This is an optimization exercise on Yosys and OpenROAD, whose aim is small area and a short achievable clock period, not a production implementation. At most, simulation tests tie the RTL to the original design; equivalence was not proved. Power figures rest on the tool's default switching activity, not on a simulated workload.

==> flow/design.v <==
module pcmNand2 (
    input  logic a, b,
    output logic y
);
    assign y = !(a && b);
endmodule
module pcmAnd3 (
    input  logic a, b, c,
    output logic y
);
    assign y = a && b && c;
endmodule
module pcmAnd4 (
    input  logic a, b, c, d,
    output logic y
);
    assign y = a && b && c && d;
endmodule
module pcmAo22 (
    input  logic a1, a2, b1, b2,
    output logic y
);
    assign y = (a1 && a2) || (b1 && b2);
endmodule
module pcmMux2i (
    input  logic a0, a1, s,
    output logic y
);
    assign y = !(s ? a1 : a0);
endmodule
module pcmAo22Hold (
    input  logic a1, a2, b1, b2,
    output logic y
);
    assign y = (a1 && a2) || (b1 && b2);
endmodule
module pcmAoi222 (
    input  logic a1, a2, b1, b2, c1, c2,
    output logic y
);
    assign y = !((a1 && a2) || (b1 && b2) || (c1 && c2));
endmodule
module pcmNand3 (
    input  logic a, b, c,
    output logic y
);
    assign y = !(a && b && c);
endmodule
module portalChannelFifo #(
    parameter int WIDTH = 32,
    parameter bit INV   = 1'b0    
) (
    input  logic             CLK,
    input  logic             RST_N,
    input  logic [WIDTH-1:0] enqData,
    input  logic             enq,
    input  logic             deq,
    output logic [WIDTH-1:0] first,
    output logic             notEmpty,
    output logic             notFull,
    output logic             full
);
    logic [WIDTH-1:0] head, headNext, inData;
    logic [WIDTH-1:0] buffer  [7];
    logic [WIDTH-1:0] bufNext [7];
    logic [7:0]       occ;
    logic             doEnq, doDeq, up, dn;
    logic             headLoad, headFromIn, bufShift, bufHold;
    logic [6:0]       rdSel;
    logic [8:0]       hSel;      
    assign notEmpty = occ[0];
    assign notFull  = !occ[7];
    assign full     = occ[7];
    assign first    = head;
    assign inData   = INV ? ~enqData : enqData;
    assign doEnq = enq && !occ[7];
    assign doDeq = deq && occ[0];
    assign up    = doEnq && !doDeq;
    assign dn    = doDeq && !doEnq;
    assign headFromIn = !occ[1] && (!occ[0] || deq);
    assign headLoad   = (doEnq && headFromIn) || (doDeq && occ[1]);
    assign bufShift   = doEnq && !headFromIn;
    assign bufHold    = !bufShift;
    for (genvar k = 0; k < 6; k++) begin : gSel
        assign rdSel[k] = occ[k+1] && !occ[k+2];
    end
    assign rdSel[6] = occ[7];
    for (genvar k = 0; k < 7; k++) begin : gHSel
        assign hSel[k] = headLoad && rdSel[k];
    end
    assign hSel[7] = headLoad && !occ[1];
    assign hSel[8] = !headLoad;
    for (genvar b = 0; b < WIDTH; b++) begin : gBit
        logic [2:0] t;
        pcmAoi222 uT0 (
            .a1(hSel[0]), .a2(buffer[0][b]), .b1(hSel[1]), .b2(buffer[1][b]),
            .c1(hSel[2]), .c2(buffer[2][b]), .y(t[0])
        );
        pcmAoi222 uT1 (
            .a1(hSel[3]), .a2(buffer[3][b]), .b1(hSel[4]), .b2(buffer[4][b]),
            .c1(hSel[5]), .c2(buffer[5][b]), .y(t[1])
        );
        pcmAoi222 uT2 (
            .a1(hSel[6]), .a2(buffer[6][b]), .b1(hSel[7]), .b2(inData[b]),
            .c1(hSel[8]), .c2(head[b]), .y(t[2])
        );
        pcmNand3 uHead (.a(t[0]), .b(t[1]), .c(t[2]), .y(headNext[b]));
        for (genvar k = 0; k < 7; k++) begin : gBuf
            pcmAo22Hold uHold (
                .a1(bufShift), .a2(k == 0 ? inData[b] : buffer[k-1][b]),
                .b1(bufHold),  .b2(buffer[k][b]),
                .y (bufNext[k][b])
            );
        end
    end
    always_ff @(posedge CLK) begin
        head <= headNext;
        for (int k = 0; k < 7; k++) buffer[k] <= bufNext[k];
    end
    always_ff @(posedge CLK or negedge RST_N) begin
        if (!RST_N)
            occ <= '0;
        else if (up)
            occ <= {occ[6:0], 1'b1};
        else if (dn)
            occ <= {1'b0, occ[7:1]};
    end
endmodule
module portal_channel_mux #(
    parameter int WIDTH = 32,
    parameter int NREQ  = 3,
    parameter int NIND  = 2,
    parameter int DEPTH = 8,
    parameter int SELW  = 2
) (
    input  logic                  CLK,
    input  logic                  RST_N,
    input  logic [WIDTH-1:0]      request_v,
    input  logic                  EN_request,
    input  logic [SELW-1:0]       select_request,
    output logic                  RDY_request,
    output logic                  request_not_full,
    output logic [WIDTH-1:0]      indication_data,
    input  logic                  EN_indication,
    input  logic [SELW-1:0]       select_indication,
    output logic                  RDY_indication,
    output logic                  indication_not_empty,
    input  logic [NIND-1:0]       ind_intr_mask,
    output logic [31:0]           ind_intr_channel,
    output logic [15:0]           drop_count,
    output logic [NREQ*WIDTH-1:0] req_first,
    output logic [NREQ-1:0]       req_valid,
    input  logic [NREQ-1:0]       req_deq,
    input  logic [NIND*WIDTH-1:0] ind_enq_v,
    input  logic [NIND-1:0]       ind_enq,
    output logic [NIND-1:0]       ind_not_full
);
    logic [NREQ-1:0][WIDTH-1:0] reqFirst;
    logic [NREQ-1:0]            reqNotEmpty, reqNotFull, reqFull, reqEnq;
    logic [NIND-1:0][WIDTH-1:0] indFirst;
    logic [NIND-1:0]            indNotEmpty, indNotFull, indDeq;
    logic        reqDrop;
    logic        indSelNotEmpty, indDrop;
    logic [15:0] dropCount;
    logic [1:0]  intrChannel;
    for (genvar i = 0; i < NREQ; i++) begin : gReq
        portalChannelFifo #(.WIDTH(WIDTH)) uFifo (
            .CLK      (CLK),
            .RST_N    (RST_N),
            .enqData  (request_v),
            .enq      (reqEnq[i]),
            .deq      (req_deq[i]),
            .first    (reqFirst[i]),
            .notEmpty (reqNotEmpty[i]),
            .notFull  (reqNotFull[i]),
            .full     (reqFull[i])
        );
        assign reqEnq[i] = EN_request && (select_request == SELW'(i));
    end
    for (genvar i = 0; i < NIND; i++) begin : gInd
        portalChannelFifo #(.WIDTH(WIDTH), .INV(1'b1)) uFifo (
            .CLK      (CLK),
            .RST_N    (RST_N),
            .enqData  (ind_enq_v[i*WIDTH +: WIDTH]),
            .enq      (ind_enq[i]),
            .deq      (indDeq[i]),
            .first    (indFirst[i]),
            .notEmpty (indNotEmpty[i]),
            .notFull  (indNotFull[i]),
            .full     ()
        );
        assign indDeq[i] = EN_indication && (select_indication == SELW'(i));
    end
    assign req_first    = reqFirst;
    assign req_valid    = reqNotEmpty;
    assign ind_not_full = indNotFull;
    logic [2:0] reqDec;
    logic       reqNotSink;
    assign reqDec[0]  = !select_request[1] && !select_request[0];
    assign reqDec[1]  = !select_request[1] &&  select_request[0];
    assign reqDec[2]  =  select_request[1] && !select_request[0];
    assign reqNotSink = !(select_request[1] && select_request[0]);
    logic [2:0] reqHold;
    for (genvar i = 0; i < NREQ; i++) begin : gReqHold
        pcmNand2 uHold (.a(reqDec[i]), .b(reqFull[i]), .y(reqHold[i]));
    end
    pcmAnd3 uRdyReq (.a(reqHold[0]), .b(reqHold[1]), .c(reqHold[2]), .y(RDY_request));
    pcmAnd4 uReqNotFull (
        .a(reqHold[0]), .b(reqHold[1]), .c(reqHold[2]), .d(reqNotSink),
        .y(request_not_full)
    );
    assign reqDrop = EN_request && !request_not_full;
    logic [1:0] indDec;
    assign indDec[0] = !select_indication[1] && !select_indication[0];
    assign indDec[1] = !select_indication[1] &&  select_indication[0];
    pcmAo22 uRdyInd (
        .a1(indDec[0]), .a2(indNotEmpty[0]),
        .b1(indDec[1]), .b2(indNotEmpty[1]),
        .y (indSelNotEmpty)
    );
    for (genvar b = 0; b < WIDTH; b++) begin : gIndData
        pcmMux2i uMux (
            .a0(indFirst[0][b]), .a1(indFirst[1][b]), .s(select_indication[0]),
            .y (indication_data[b])
        );
    end
    assign RDY_indication       = indSelNotEmpty;
    assign indication_not_empty = indSelNotEmpty;
    assign indDrop              = EN_indication && !indSelNotEmpty;
    always_ff @(posedge CLK or negedge RST_N) begin
        if (!RST_N)
            dropCount <= '0;
        else if ((reqDrop || indDrop) && (dropCount != 16'hFFFF))
            dropCount <= dropCount + 16'd1;
    end
    assign drop_count = dropCount;
    always_ff @(posedge CLK or negedge RST_N) begin
        if (!RST_N) begin
            intrChannel <= '0;
        end else begin
            intrChannel[0] <= indNotEmpty[0] && ind_intr_mask[0];
            intrChannel[1] <= !(indNotEmpty[0] && ind_intr_mask[0]) &&
                              indNotEmpty[1] && ind_intr_mask[1];
        end
    end
    assign ind_intr_channel = {30'd0, intrChannel};
endmodule
==> flow/config.mk <==
export PLATFORM = sky130hd
export DESIGN_NAME = portal_channel_mux
export DESIGN_NICKNAME = portal_channel_mux
export VERILOG_FILES = /design/flow/design.v
export SDC_FILE = /design/flow/constraint.sdc
export NUM_CORES = 4
export LEC_CHECK = 0
export CAP_MARGIN = 20
export CORE_MARGIN = 2
export CORE_UTILIZATION = 40
export CTS_CLUSTER_DIAMETER = 80
export CTS_CLUSTER_SIZE = 28
export PLACE_DENSITY = 0.6
export SETUP_SLACK_MARGIN = 1.7
export SLEW_MARGIN = 20
export SYNTH_HIERARCHICAL = 1
export SYNTH_MINIMUM_KEEP_SIZE = 0
==> flow/constraint.sdc <==
create_clock -name core_clock -period 4.2 [get_ports {CLK}]
set_input_delay 0.8400 -clock core_clock [delete_from_list [all_inputs] [get_ports {CLK}]]
set_output_delay 0.8400 -clock core_clock [all_outputs]
set_load 0.01 [all_outputs]
standard.sh (not shown) runs the stock make flow with config.mk's settings and CLKGATE_MAP_FILE= SYNTH_SCRIPT=/design/flow/synth_recipe.tcl, a recipe that flattens the netlist after the stock synthesis.
==> flow/flow/run.sh <==
#!/bin/bash
# Standard ORFS layout (the standard.sh) with two changes:
#  - port buffers are plain buf_2 cells instead of the resizer's default pick;
#  - CTS inserts no dummy balancing loads.
# Each ORFS step writes its full log under orfs/logs; make's own output goes to standard.log.
export BUFFER_PORTS_ARGS="-buffer_cell sky130_fd_sc_hd__buf_2"
export CTS_ARGS="-sink_clustering_enable -repair_clock_nets -sink_clustering_size 28 -sink_clustering_max_diameter 80 -dont_use_dummy_load"
bash standard.sh > standard.log 2>&1
Change:
--- a/flow/design.v
+++ b/flow/design.v
@@ -23,9 +23,9 @@
     assign y = (a1 && a2) || (b1 && b2);
 endmodule
-module pcmMux2i (
-    input  logic a0, a1, s,
-    output logic y
-);
-    assign y = !(s ? a1 : a0);
+module pcmNand2b (
+    input  logic a_n, b,
+    output logic y
+);
+    assign y = !(!a_n && b);
 endmodule
 module pcmAo22Hold (
@@ -87,7 +87,7 @@
     assign rdSel[6] = occ[7];
     for (genvar k = 0; k < 7; k++) begin : gHSel
-        assign hSel[k] = headLoad && rdSel[k];
-    end
-    assign hSel[7] = headLoad && !occ[1];
+        assign hSel[k] = deq && rdSel[k];
+    end
+    assign hSel[7] = enq && !occ[1] && (!occ[0] || deq);
     assign hSel[8] = !headLoad;
     for (genvar b = 0; b < WIDTH; b++) begin : gBit
@@ -179,5 +179,5 @@
     end
     for (genvar i = 0; i < NIND; i++) begin : gInd
-        portalChannelFifo #(.WIDTH(WIDTH), .INV(1'b1)) uFifo (
+        portalChannelFifo #(.WIDTH(WIDTH)) uFifo (
             .CLK      (CLK),
             .RST_N    (RST_N),
@@ -220,8 +220,8 @@
     );
     for (genvar b = 0; b < WIDTH; b++) begin : gIndData
-        pcmMux2i uMux (
-            .a0(indFirst[0][b]), .a1(indFirst[1][b]), .s(select_indication[0]),
-            .y (indication_data[b])
-        );
+        logic [1:0] pick;
+        pcmNand2b uPick0 (.a_n(select_indication[0]), .b(indFirst[0][b]), .y(pick[0]));
+        pcmNand2  uPick1 (.a(select_indication[0]),   .b(indFirst[1][b]), .y(pick[1]));
+        pcmNand2  uData  (.a(pick[0]), .b(pick[1]), .y(indication_data[b]));
     end
     assign RDY_indication       = indSelNotEmpty;
What happened: Worst setup slack improves by 13 ps; sequential power grows by about 6%; routed wire length came out higher by 0.97%; design area goes down by 1.4%; area after synthesis falls by 0.64%; maximum frequency climbs by 0.50%.
The RTL of the second run of this note was laid out without a check of its function.

## separate check: timing with driven ports
The flow's constraints put no driver on any port. The routed layouts listed below were extracted and timed again, unchanged, in two steps. Step 1 assumes that a clkbuf_16 drives the clock port and a buf_2 every other input. Step 2 times the ports against the registers' clock, not the clock port: input delays grow and output delays shrink by t, the midpoint of the rising clock arrivals with the driver on. Three values: ideal ports, drivers, drivers and shift; two values: the first two.
run	t, ns	slack for setup (ns)	hold slack, ns
the first run	0.740	1.679 / 1.486 / 1.037	0.172 / 0.118 / 0.430
the second run	0.727	1.692 / 1.609 / 1.131	0.080 / 0.027 / 0.456
After both steps setup and hold are still met in every run listed. The setup slack of the first run, which loses most, moves by -0.193 ns with the drivers and by -0.642 ns with both steps.
